This design comes from an exercise in tuning for small area, a short achievable clock period and few clock cycles on the open sky130 flow, not from production work. The RTL was checked by simulation tests, not by an equivalence proof against the original design.

==> design.v <==
package dec_round_key_gen_pkg;
    localparam int NW_MAX_DEF = 60;
    localparam int KEY_W_DEF  = 256;
    typedef enum logic [1:0] {
        KEY_128     = 2'b00,
        KEY_192     = 2'b01,
        KEY_256     = 2'b10,
        KEY_256_ALT = 2'b11
    } key_mode_e;
    localparam logic [3:0] NR_128 = 4'd10;
    localparam logic [3:0] NR_192 = 4'd12;
    localparam logic [3:0] NR_256 = 4'd14;
endpackage
module dec_sbox
(
    input  logic [7:0] i_X,
    output logic [7:0] o_Y
);
    logic U0, U1, U2, U3, U4, U5, U6, U7;
    assign {U0, U1, U2, U3, U4, U5, U6, U7} = i_X;
    logic T1, T2, T3, T4, T5, T6, T7, T8, T9, T10, T11, T12, T13, T14;
    logic T15, T16, T17, T18, T19, T20, T21, T22, T23, T24, T25, T26, T27;
    assign T1  = U0 ^ U3;   assign T2  = U0 ^ U5;   assign T3  = U0 ^ U6;
    assign T4  = U3 ^ U5;   assign T5  = U4 ^ U6;   assign T6  = T1 ^ T5;
    assign T7  = U1 ^ U2;   assign T8  = U7 ^ T6;   assign T9  = U7 ^ T7;
    assign T10 = T6 ^ T7;   assign T11 = U1 ^ U5;   assign T12 = U2 ^ U5;
    assign T13 = T3 ^ T4;   assign T14 = T6 ^ T11;  assign T15 = T5 ^ T11;
    assign T16 = T5 ^ T12;  assign T17 = T9 ^ T16;  assign T18 = U3 ^ U7;
    assign T19 = T7 ^ T18;  assign T20 = T1 ^ T19;  assign T21 = U6 ^ U7;
    assign T22 = T7 ^ T21;  assign T23 = T2 ^ T22;  assign T24 = T2 ^ T10;
    assign T25 = T20 ^ T17; assign T26 = T3 ^ T16;  assign T27 = T1 ^ T12;
    logic M1, M2, M3, M4, M5, M6, M7, M8, M9, M10, M11, M12, M13, M14, M15, M16;
    logic M17, M18, M19, M20, M21, M22, M23, M24, M25, M26, M27, M28, M29, M30, M31, M32;
    logic M33, M34, M35, M36, M37, M38, M39, M40, M41, M42, M43, M44, M45, M46, M47, M48;
    logic M49, M50, M51, M52, M53, M54, M55, M56, M57, M58, M59, M60, M61, M62, M63;
    assign M1  = T13 & T6;  assign M2  = T23 & T8;  assign M3  = T14 ^ M1;
    assign M4  = T19 & U7;  assign M5  = M4 ^ M1;   assign M6  = T3 & T16;
    assign M7  = T22 & T9;  assign M8  = T26 ^ M6;  assign M9  = T20 & T17;
    assign M10 = M9 ^ M6;   assign M11 = T1 & T15;  assign M12 = T4 & T27;
    assign M13 = M12 ^ M11; assign M14 = T2 & T10;  assign M15 = M14 ^ M11;
    assign M16 = M3 ^ M2;   assign M17 = M5 ^ T24;  assign M18 = M8 ^ M7;
    assign M19 = M10 ^ M15; assign M20 = M16 ^ M13; assign M21 = M17 ^ M15;
    assign M22 = M18 ^ M13; assign M23 = M19 ^ T25; assign M24 = M22 ^ M23;
    assign M25 = M22 & M20; assign M26 = M21 ^ M25; assign M27 = M20 ^ M21;
    assign M28 = M23 ^ M25; assign M29 = M28 & M27; assign M30 = M26 & M24;
    assign M31 = M20 & M23; assign M32 = M27 & M31; assign M33 = M27 ^ M25;
    assign M34 = M21 & M22; assign M35 = M24 & M34; assign M36 = M24 ^ M25;
    assign M37 = M21 ^ M29; assign M38 = M32 ^ M33; assign M39 = M23 ^ M30;
    assign M40 = M35 ^ M36; assign M41 = M38 ^ M40; assign M42 = M37 ^ M39;
    assign M43 = M37 ^ M38; assign M44 = M39 ^ M40; assign M45 = M42 ^ M41;
    assign M46 = M44 & T6;  assign M47 = M40 & T8;  assign M48 = M39 & U7;
    assign M49 = M43 & T16; assign M50 = M38 & T9;  assign M51 = M37 & T17;
    assign M52 = M42 & T15; assign M53 = M45 & T27; assign M54 = M41 & T10;
    assign M55 = M44 & T13; assign M56 = M40 & T23; assign M57 = M39 & T19;
    assign M58 = M43 & T3;  assign M59 = M38 & T22; assign M60 = M37 & T20;
    assign M61 = M42 & T1;  assign M62 = M45 & T4;  assign M63 = M41 & T2;
    logic L0, L1, L2, L3, L4, L5, L6, L7, L8, L9, L10, L11, L12, L13, L14;
    logic L15, L16, L17, L18, L19, L20, L21, L22, L23, L24, L25, L26, L27, L28, L29;
    assign L0  = M61 ^ M62; assign L1  = M50 ^ M56; assign L2  = M46 ^ M48;
    assign L3  = M47 ^ M55; assign L4  = M54 ^ M58; assign L5  = M49 ^ M61;
    assign L6  = M62 ^ L5;  assign L7  = M46 ^ L3;  assign L8  = M51 ^ M59;
    assign L9  = M52 ^ M53; assign L10 = M53 ^ L4;  assign L11 = M60 ^ L2;
    assign L12 = M48 ^ M51; assign L13 = M50 ^ L0;  assign L14 = M52 ^ M61;
    assign L15 = M55 ^ L1;  assign L16 = M56 ^ L0;  assign L17 = M57 ^ L1;
    assign L18 = M58 ^ L8;  assign L19 = M63 ^ L4;  assign L20 = L0 ^ L1;
    assign L21 = L1 ^ L7;   assign L22 = L3 ^ L12;  assign L23 = L18 ^ L2;
    assign L24 = L15 ^ L9;  assign L25 = L6 ^ L10;  assign L26 = L7 ^ L9;
    assign L27 = L8 ^ L10;  assign L28 = L11 ^ L14; assign L29 = L11 ^ L17;
    assign o_Y = {L6 ^ L24, ~(L16 ^ L26), ~(L19 ^ L28), L6 ^ L21,
                  L20 ^ L22, L25 ^ L29, ~(L13 ^ L27), ~(L6 ^ L23)};
endmodule
module dec_key_word_step
(
    input  logic [31:0] i_Word,
    output logic [31:0] o_Word
);
    for (genvar g = 0; g < 4; g++) begin : g_sbox
        dec_sbox u_sbox (.i_X(i_Word[8*g +: 8]), .o_Y(o_Word[8*g +: 8]));
    end
endmodule
import dec_round_key_gen_pkg::*;
module dec_round_key_gen
#(
    parameter int NW_MAX = NW_MAX_DEF,
    parameter int KEY_W  = KEY_W_DEF
) (
    input  logic             i_Clk,
    input  logic             i_Rst,
    input  logic             i_Start,
    input  logic [KEY_W-1:0] i_Key,
    input  logic [1:0]       i_Key_Mode,
    input  logic             i_Round_Ready,
    output logic [127:0]     o_Round_Key,
    output logic             o_Round_Valid,
    output logic [3:0]       o_Round_Idx,
    output logic             o_Last,
    output logic             o_Busy
);
    typedef struct packed {
        logic       sh2;     
        logic [2:0] off;     
        logic       j0;      
        logic       j2;      
        logic [3:0] g;       
        logic       rot;     
        logic [3:0] rci;     
        logic [4:0] sin;     
    } ctrl_t;
    function automatic logic [7:0] rcon(input logic [3:0] idx);
        case (idx)
            4'd1:    rcon = 8'h01;
            4'd2:    rcon = 8'h02;
            4'd3:    rcon = 8'h04;
            4'd4:    rcon = 8'h08;
            4'd5:    rcon = 8'h10;
            4'd6:    rcon = 8'h20;
            4'd7:    rcon = 8'h40;
            4'd8:    rcon = 8'h80;
            4'd9:    rcon = 8'h1b;
            4'd10:   rcon = 8'h36;
            default: rcon = 8'h00;
        endcase
    endfunction
    function automatic ctrl_t step_ctrl(input logic nk6, input logic nk8, input logic [3:0] r,
                                        input logic bwd);
        ctrl_t      c;
        logic [3:0] idx;
        c     = '0;
        idx   = 4'd0;
        c.rot = 1'b1;
        if (!bwd) begin
            if (nk8) begin
                c.j0  = 1'b1;
                c.rot = r[0];
                idx   = (r + 4'd1) >> 1;
                c.off = 3'b001;
            end else if (nk6) begin
                c.off = 3'b010;
                case (r)
                    4'd0:  begin c.j2 = 1'b1; idx = 4'd1; c.sh2 = 1'b1; c.off = 3'b001; end
                    4'd2:  begin c.j0 = 1'b1; idx = 4'd2; end
                    4'd3:  begin c.j2 = 1'b1; idx = 4'd3; end
                    4'd5:  begin c.j0 = 1'b1; idx = 4'd4; end
                    4'd6:  begin c.j2 = 1'b1; idx = 4'd5; end
                    4'd8:  begin c.j0 = 1'b1; idx = 4'd6; end
                    4'd9:  begin c.j2 = 1'b1; idx = 4'd7; end
                    4'd11: begin c.j0 = 1'b1; idx = 4'd8; end
                    default: ;
                endcase
            end else begin
                c.j0  = 1'b1;
                idx   = r + 4'd1;
                c.off = 3'b100;
            end
            c.sin = (c.j2 && !c.sh2) ? 5'b01000 : 5'b10000;
            c.g   = {c.j0 | c.j2, c.j0 | c.j2, c.j0, c.j0};
        end else begin
            if (nk8) begin
                c.j0  = 1'b1;
                c.rot = !r[0];
                idx   = r >> 1;
                c.off = 3'b100;
                c.sin = 5'b00010;
            end else if (nk6) begin
                c.off = 3'b010;
                case (r)
                    4'd2:  begin c.j0 = 1'b1; idx = 4'd1; end
                    4'd3:  begin c.j2 = 1'b1; idx = 4'd2; end
                    4'd5:  begin c.j0 = 1'b1; idx = 4'd3; end
                    4'd6:  begin c.j2 = 1'b1; idx = 4'd4; end
                    4'd8:  begin c.j0 = 1'b1; idx = 4'd5; end
                    4'd9:  begin c.j2 = 1'b1; idx = 4'd6; end
                    4'd11: begin c.j0 = 1'b1; idx = 4'd7; end
                    4'd12: begin c.j2 = 1'b1; idx = 4'd8; end
                    default: ;
                endcase
                c.sin = c.j2 ? 5'b00010 : 5'b00001;
            end else begin
                c.j0  = 1'b1;
                idx   = r - 4'd1;
                c.off = 3'b001;
                c.sin = 5'b00100;
            end
            c.g = {1'b0, c.j2, 1'b0, c.j0};
        end
        c.rci = c.rot ? idx : 4'd0;
        step_ctrl = c;
    endfunction
    logic [31:0] r_W [8];
    logic        r_Nk6;          
    logic        r_Nk8;          
    logic [3:0]  r_Rnd;          
    ctrl_t       r_C;            
    logic        r_Idle;
    logic        r_NValid;
    logic        r_Busy;
    logic        r_Valid;
    logic        w_Fwd;
    logic        w_BusyNext;
    logic        w_ValidNext;
    logic        w_LastNext;
    logic        w_Adv;          
    logic [3:0]  w_EndRnd;
    logic        w_FwdLast;
    logic [3:0]  w_RndNext;
    logic        w_BwdNext;
    ctrl_t       w_CFirst;
    ctrl_t       w_CNext;
    logic [31:0] w_X32;
    logic [31:0] w_X327;
    logic [31:0] w_SubIn;
    logic [31:0] w_SubOut;
    logic [31:0] w_T;
    logic [31:0] w_P [4];
    logic [31:0] w_A [4];
    logic [31:0] w_Y [4];
    logic [7:0]  w_Rc;
    logic [31:0] w_Rc0;
    logic [31:0] w_Rc2;
    assign w_Fwd     = r_Busy && !r_Valid;
    assign w_Adv     = !r_Valid || i_Round_Ready;
    assign w_EndRnd  = r_Nk8 ? NR_256 : r_Nk6 ? NR_192 : NR_128;
    assign w_FwdLast = (r_Rnd == w_EndRnd - 4'd1);
    assign w_X32  = r_W[3] ^ r_W[2];
    assign w_X327 = w_X32 ^ r_W[7];
    assign w_SubIn = ({32{r_C.sin[4]}} & r_W[7]) | ({32{r_C.sin[3]}} & w_X327) |
                     ({32{r_C.sin[2]}} & w_X32)  | ({32{r_C.sin[1]}} & r_W[3]) |
                     ({32{r_C.sin[0]}} & r_W[1]);
    dec_key_word_step u_sub (.i_Word(w_SubIn), .o_Word(w_SubOut));
    assign w_T = r_C.rot ? {w_SubOut[23:0], w_SubOut[31:24]} : w_SubOut;
    assign w_Rc  = rcon(r_C.rci);
    assign w_Rc0 = {r_C.j0 ? w_Rc : 8'h00, 24'h000000};
    assign w_Rc2 = {r_C.j2 ? w_Rc : 8'h00, 24'h000000};
    always_comb begin
        for (int j = 0; j < 4; j++)
            w_P[j] = ({32{r_C.off[0]}} & r_W[j]) | ({32{r_C.off[1]}} & r_W[j+2]) |
                     ({32{r_C.off[2]}} & r_W[j+4]);
        w_A[0] = w_P[0] ^ w_Rc0 ^ (r_C.j0 ? 32'h0 : (r_Valid ? r_W[1] : r_W[7]));
        w_A[1] = w_P[1] ^ (r_Valid ? w_P[0] : w_A[0]);
        w_A[2] = w_P[2] ^ w_Rc2 ^ (r_C.j2 ? 32'h0 : (r_Valid ? w_P[1] : w_A[1]));
        w_A[3] = w_P[3] ^ (r_Valid ? w_P[2] : w_A[2]);
        for (int j = 0; j < 4; j++)
            w_Y[j] = w_A[j] ^ ({32{r_C.g[j]}} & w_T);
    end
    always_ff @(posedge i_Clk) begin
        if (!r_Busy) begin
            for (int k = 0; k < 8; k++)
                r_W[k] <= i_Key[KEY_W-1-32*k -: 32];
        end else if (w_Fwd) begin
            for (int k = 0; k < 4; k++) begin
                r_W[k]   <= r_W[k+4];
                r_W[k+4] <= w_Y[k];
            end
            if (r_C.sh2) begin
                for (int k = 2; k < 6; k++)
                    r_W[k] <= r_W[k+2];
            end
        end else if (i_Round_Ready) begin
            for (int k = 0; k < 4; k++) begin
                r_W[k]   <= w_Y[k];
                r_W[k+4] <= r_W[k];
            end
        end
    end
    assign w_CFirst = step_ctrl(i_Key_Mode == KEY_192, i_Key_Mode[1], {3'b000, i_Key_Mode[1]}, 1'b0);
    always_comb begin
        w_RndNext = r_Rnd;
        w_BwdNext = r_Valid;
        if (w_Fwd) begin
            w_RndNext = r_Rnd + 4'd1;
            w_BwdNext = w_FwdLast;
        end else begin
            w_RndNext = r_Rnd - 4'd1;
        end
    end
    assign w_CNext = step_ctrl(r_Nk6, r_Nk8, w_RndNext, w_BwdNext);
    always_ff @(posedge i_Clk) begin
        if (!r_Busy) begin
            r_Nk6 <= (i_Key_Mode == KEY_192);
            r_Nk8 <= i_Key_Mode[1];
            r_Rnd <= {3'b000, i_Key_Mode[1]};
            r_C   <= w_CFirst;
        end else if (w_Adv) begin
            r_Rnd <= w_RndNext;
            r_C   <= w_CNext;
        end
    end
    assign r_Busy  = !r_Idle;
    assign r_Valid = !r_NValid;
    always_comb begin
        w_BusyNext  = r_Busy;
        w_ValidNext = r_Valid;
        w_LastNext  = o_Last;
        if (!r_Busy) begin
            w_BusyNext = i_Start;
        end else if (w_Fwd) begin
            if (w_FwdLast)
                w_ValidNext = 1'b1;
        end else if (i_Round_Ready) begin
            w_LastNext = (r_Rnd == 4'd1);
            if (r_Rnd == 4'd0) begin
                w_BusyNext  = 1'b0;
                w_ValidNext = 1'b0;
            end
        end
    end
    always_ff @(posedge i_Clk or posedge i_Rst) begin
        if (i_Rst) begin
            r_Idle        <= 1'b1;
            r_NValid      <= 1'b1;
            o_Busy        <= 1'b0;
            o_Round_Valid <= 1'b0;
            o_Last        <= 1'b0;
        end else begin
            r_Idle        <= !w_BusyNext;
            r_NValid      <= !w_ValidNext;
            o_Busy        <= w_BusyNext;
            o_Round_Valid <= w_ValidNext;
            o_Last        <= w_LastNext;
        end
    end
    assign o_Round_Key = {r_W[4], r_W[5], r_W[6], r_W[7]};
    assign o_Round_Idx = r_Rnd;
endmodule
==> flow/run.sh <==
#!/bin/bash
# Layout flow: the standard ORFS flow (standard.sh) with these changes, set in flow/params.sh:
#  1. Synthesis maps the logic with an area-oriented ABC script (flow/area.abc) in place of
#     ORFS's speed script. Registers are mapped before ABC runs, so they are exactly the
#     standard synthesis's registers, with the same names and cells.
#  2. ORFS's timing repair aims for MARGIN ns of setup slack at the design's clock period,
#     instead of the small default margin.
#  3. Ports are buffered with BUF_CELL (every input and output still gets its own buffer).
# Every tool's output goes to ORFS's per-step logs under orfs/logs, and make's to flow.log.
set -uo pipefail
W=$PWD
source flow/params.sh
{
  echo "proc abc {args} { set i [lsearch \$args -script]; if {\$i >= 0} { set args [lreplace \$args \$i [expr {\$i+1}] -script $W/flow/area.abc] }; yosys abc {*}\$args }"
  cat synth_recipe.tcl
} > my_synth.tcl
sed -e "s#SYNTH_SCRIPT=[^ ]*#SYNTH_SCRIPT=$W/my_synth.tcl#" \
    -e "s#SETUP_SLACK_MARGIN=[^ ]*#SETUP_SLACK_MARGIN=$MARGIN#" standard.sh > my_standard.sh
export BUFFER_PORTS_ARGS="-buffer_cell $BUF_CELL"
bash my_standard.sh > flow.log 2>&1
==> flow/area.abc <==
strash
&get -n
&dch -f
&nf -R 1000
&put
==> flow/params.sh <==
MARGIN=24.3
BUF_CELL=sky130_fd_sc_hd__buf_1
==> standard.sh <==
#!/bin/bash
# synth_recipe.tcl (not shown) runs the flow's synth.tcl, then flattens the netlist and writes it again
# the make line also repeats each setting of config.mk as NAME=value (left out here)
make -C /OpenROAD-flow-scripts/flow DESIGN_CONFIG=/design/flow/config.mk WORK_HOME=/design/flow/orfs CLKGATE_MAP_FILE= SYNTH_SCRIPT=/design/flow/synth_recipe.tcl "${@:-finish}"
==> config.mk <==
export PLATFORM = sky130hd
export DESIGN_NAME = dec_round_key_gen
export DESIGN_NICKNAME = dec_round_key_gen
export VERILOG_FILES = /design/flow/design.v
export SDC_FILE = /design/flow/constraint.sdc
export NUM_CORES = 8
export LEC_CHECK = 0
export CAP_MARGIN = 20
export CORE_MARGIN = 2
export CORE_UTILIZATION = 50
export CTS_CLUSTER_DIAMETER = 100
export CTS_CLUSTER_SIZE = 20
export SETUP_SLACK_MARGIN = 2.0
export SLEW_MARGIN = 20
==> constraint.sdc <==
create_clock -name core_clock -period 32.0 [get_ports {i_Clk}]
set_input_delay 6.4000 -clock core_clock [delete_from_list [all_inputs] [get_ports {i_Clk}]]
set_output_delay 6.4000 -clock core_clock [all_outputs]
set_load 0.01 [all_outputs]
==> run notes <==
[how the worst min path moves through the flow]
stage / start / endpoint / slack, ns / depth (start not counted)
floorplan: r_W[0][0] / r_W[4][0] / 0.54 / 2
global placement: r_C[4] / r_C[4] / 0.44 / 2
detailed placement: r_C[4] / r_C[4] / 0.45 / 2
CTS: r_C[4] / r_C[4] / 0.47 / 2
global route: r_C[2] / r_C[2] / 0.49 / 1
finish: r_C[2] / r_C[2] / 0.47 / 1
[cells in the final DEF, fill, tap and decap left out, drive strengths merged, types with 2 or more instances in the layout]
cell | netlist | layout
a21oi | 200 | 200
a2bb2oi | 3 | 3
clkinv | 78 | 80
nor2b | 11 | 11
mux2i | 54 | 54
nand2b | 17 | 17
a22o | 5 | 5
nor3 | 8 | 8
nor2 | 178 | 178
diode | 0 | 5
clkbuf | 0 | 28
a222oi | 160 | 160
mux2 | 7 | 7
a311oi | 2 | 2
a221o | 29 | 29
o21a | 2 | 2
dfxtp | 9 | 9
a221oi | 3 | 3
nand2 | 461 | 461
xnor2 | 377 | 377
a22oi | 197 | 197
edfxtp | 272 | 272
o221ai | 19 | 19
and2 | 8 | 8
o21ai | 310 | 310
xor2 | 287 | 287
dfstp | 2 | 2
a31oi | 9 | 9
nand3 | 33 | 33
ha | 24 | 24
dfrtp | 3 | 3
buf | 1 | 443
[per-stage QoR]
stage / hold WS (ns) / utilization, % / setup WS [ns] / std cells
final: 0.470 / 57.7 / 24.30 / 3925
after CTS: 0.469 / 57.1 / 24.30 / 3906
after detailed placement: 0.446 / 56.0 / 22.95 / 3876
after global placement: 0.438 / 56.0 / 23.09 / 3876
after global routing: 0.490 / 57.7 / 24.30 / 3923
after floorplan: 0.545 / - / 23.72 / 2783
[state kept, by name (all words and copies together), names as in the netlist]
register,cells
r_Nk8,1
r_Rnd,4
o_Busy,1
r_Nk6,1
r_NValid,1
o_Round_Valid,1
r_C,19
r_Idle,1
r_W,256
o_Last,1
[cell families (layout without fill, tap and decap cells)]
family	after synthesis	in the layout	share of synthesized area, %
mux	61	61	2.51
simple gates	720	720	11.5
buf+inv	79	552	1.20
xor+xnor	664	664	23.5
fa+ha+maj	24	24	1.21
compound gates	949	949	25.7
flops	286	286	34.3
other cells	0	5	0
[layer usage]
| metal | vias up | track usage [%] | wire (um) |
|---|---|---|---|
| met5 | - | 0 | 36 |
| met4 | 6 | 10.3 | 2340 |
| met3 | 173 | 5.61 | 9700 |
| met2 | 1537 | 54.8 | 42200 |
| met1 | 12100 | 48.5 | 38200 |
| li1 | 11400 | - | - |
[final cells by class]
type,count,area (um2)
tap,664,831
fill,4553,20700
clock buffer,26,502
antenna,5,12.5
clock inverter,2,17.5
sequential,286,8490
multi-input combinational,2418,16100
inverter,78,305
timing repair buffer,445,1910
timing repair inverter,1,8.76
[repair_timing]
| item | CTS | global route |
|---|---|---|
| endpoints found under the setup margin | 258 | 168 |
| setup buffers | 1 | 12 |
| pin swaps | 0 | 1 |
| resized for setup | 5 | 26 |
| cloned | 1 | 0 |
==> flow_summary_export.csv <==
group,metric,value,unit
yosys,synth_ff_type,"edfxtp_1",
job,drv_cap,0,
timing,fin_crit_sh,24.1,%
cts,clock_path_buffers,3,
cts,hold_buffers,0,
floorplanning,fp.coreArea,0.0488,mm2
timing,maxSlewViolCount,0,
detailed_routing,first_pass_iters,10,
detailed_routing,antenna_left,0,
timing,skew,0.0218,ns
run_status,status,"no timing/DRC/antenna violations",
setup_path,cp_data_arrival_time,1.30,ns
cts,cts_sinks,286,
timing,relSlewSlack,19.6,%
yosys,async_reset_ff_share,1.75,%
floorplanning,design.die.area,0.0512,mm2
yosys,syn-num-nets,3069,
setup_path,cp_cell_sequence,"buf_1",
yosys,synth_most_common_cell,"nand2_1",
yosys,syn_area,0.0247,mm2
finish,area_growth,14.0,%
setup_path,worst_r2r_path_depth,25,
setup_path,rrSetupSlack,24.72,ns
yosys,synthDominantCellAreaShare,33.0,%
setup_path,cpLargestDelayFamily,"flip-flops",
setup_path,cp.depth,1,
placement,io_buffers,396,
setup_path,critical_path.reg2reg.endpoint,"r_W[4][8]",
yosys,syn_inst,2783,
finish,finalInstanceArea,0.0282,mm2
timing,finalHoldViolations,0,
cts,cts_buffers,18,
yosys,ys_warn_count,5,
setup_path,critical_path_buf_inv_count,1,
setup_path,worstPathMaxFanout,5,
yosys,synthTopCellsByCount,"461 x nand2_1, 377 x xnor2_1, 310 x o21ai_0",
yosys,ys_seq_area_share,34.3,%
finish,drive_gt1_share,3.22,%
yosys,synth_top_area_cell,"edfxtp_1",
global_routing,grt_max_degree,206,
setup_path,crit_start,"r_W[5][7]",
cts,clk-insertion-delay-late,0.55,ns
yosys,avgSynthCellArea,8.88,um2
setup_path,worstSetupEndpoint,"o_Round_Key[71]",
detailed_routing,avgRoutedWirePerCell,23.6,um
setup_path,critPathKind,"reg2out",
yosys,synth_area_leaders,"edfxtp_1 33%, xnor2_1 13%, xor2_1 10%",
setup_path,start_kind,"register",
global_routing,globalRouteTotalUtil,34.6,%
floorplanning,die_w,226,um
detailed_routing,dr_total_vias,25300,
cts,cts.clk_slew.worst_paths,0.09,ns
setup_path,end_kind,"primary output",
cts,cts_tree,"built",
yosys,yosys.cell_types.count,44,
global_routing,antenna_found_initial,7,
detailed_routing,wirelength,92500,um
finish,nets,3534,
timing,rsz0062_at_grt,"no",
global_routing,grt_pass1_vias,23700,
timing,fin_crit,7.70,ns
placement,place_area,0.0274,mm2
detailed_routing,vias_per_cell,6.44,
timing,max_freq,130,MHz
setup_path,required,25.60,ns
detailed_routing,drc_errors,0,
cts,cts_root_buffer,"clkbuf_16",
setup_path,cpMaxStageDelayCell,"edfxtp_1",
global_routing,overflow,0,
placement,place_congestion,0.923,
yosys,ys_ff_latch,286,
floorplanning,start_util,50.6,%
min_path,hp-class,"reg2reg",
setup_path,reg2reg_from,"r_C[4]",
placement,dpl.hpwl,59600,um
global_routing,grt_pass1_wl,139000,um
floorplanning,num_rows,81,
timing,setup_viol,0,
cts,cts_max_level,1,
timing,finalSetupTns,0,ns
detailed_routing,drt_iter0_markers,3661,
timing,tightest_slew,1.21,ns
floorplanning,ios,397,
setup_path,max_stage_delay,0.54,ns
yosys,synth_edf_count,272,
floorplanning,die_y,226,um
Testbench counts, summed over its fixed seeds: cycles 5,064.

==> port drivers added, routing unchanged <==
The flow's constraints put no driver on any port. The routed layout listed below was extracted and timed again, unchanged, in two steps.
Step 1 (the two cells are an assumption about what drives the block):
set clk [get_ports {i_Clk}]
set_driving_cell -lib_cell sky130_fd_sc_hd__clkbuf_16 $clk
set_driving_cell -lib_cell sky130_fd_sc_hd__buf_2 [delete_from_list [all_inputs] $clk]
Step 2 times the ports against the registers' clock, not the clock port: input delays grow and output delays shrink by t, the midpoint of the rising clock arrivals with the driver on.
Slacks: ideal ports / drivers / drivers and shift; pairs: ideal ports / drivers.
t (ns): 0.604
setup slack, ns: 24.303 / 24.237 / 23.823
clock arrival spread, ns: 0.022 / 0.022
After both steps this run still meets setup and hold. For this run, drivers alone change the setup slack by -0.066 ns; drivers and shift together by -0.480 ns.
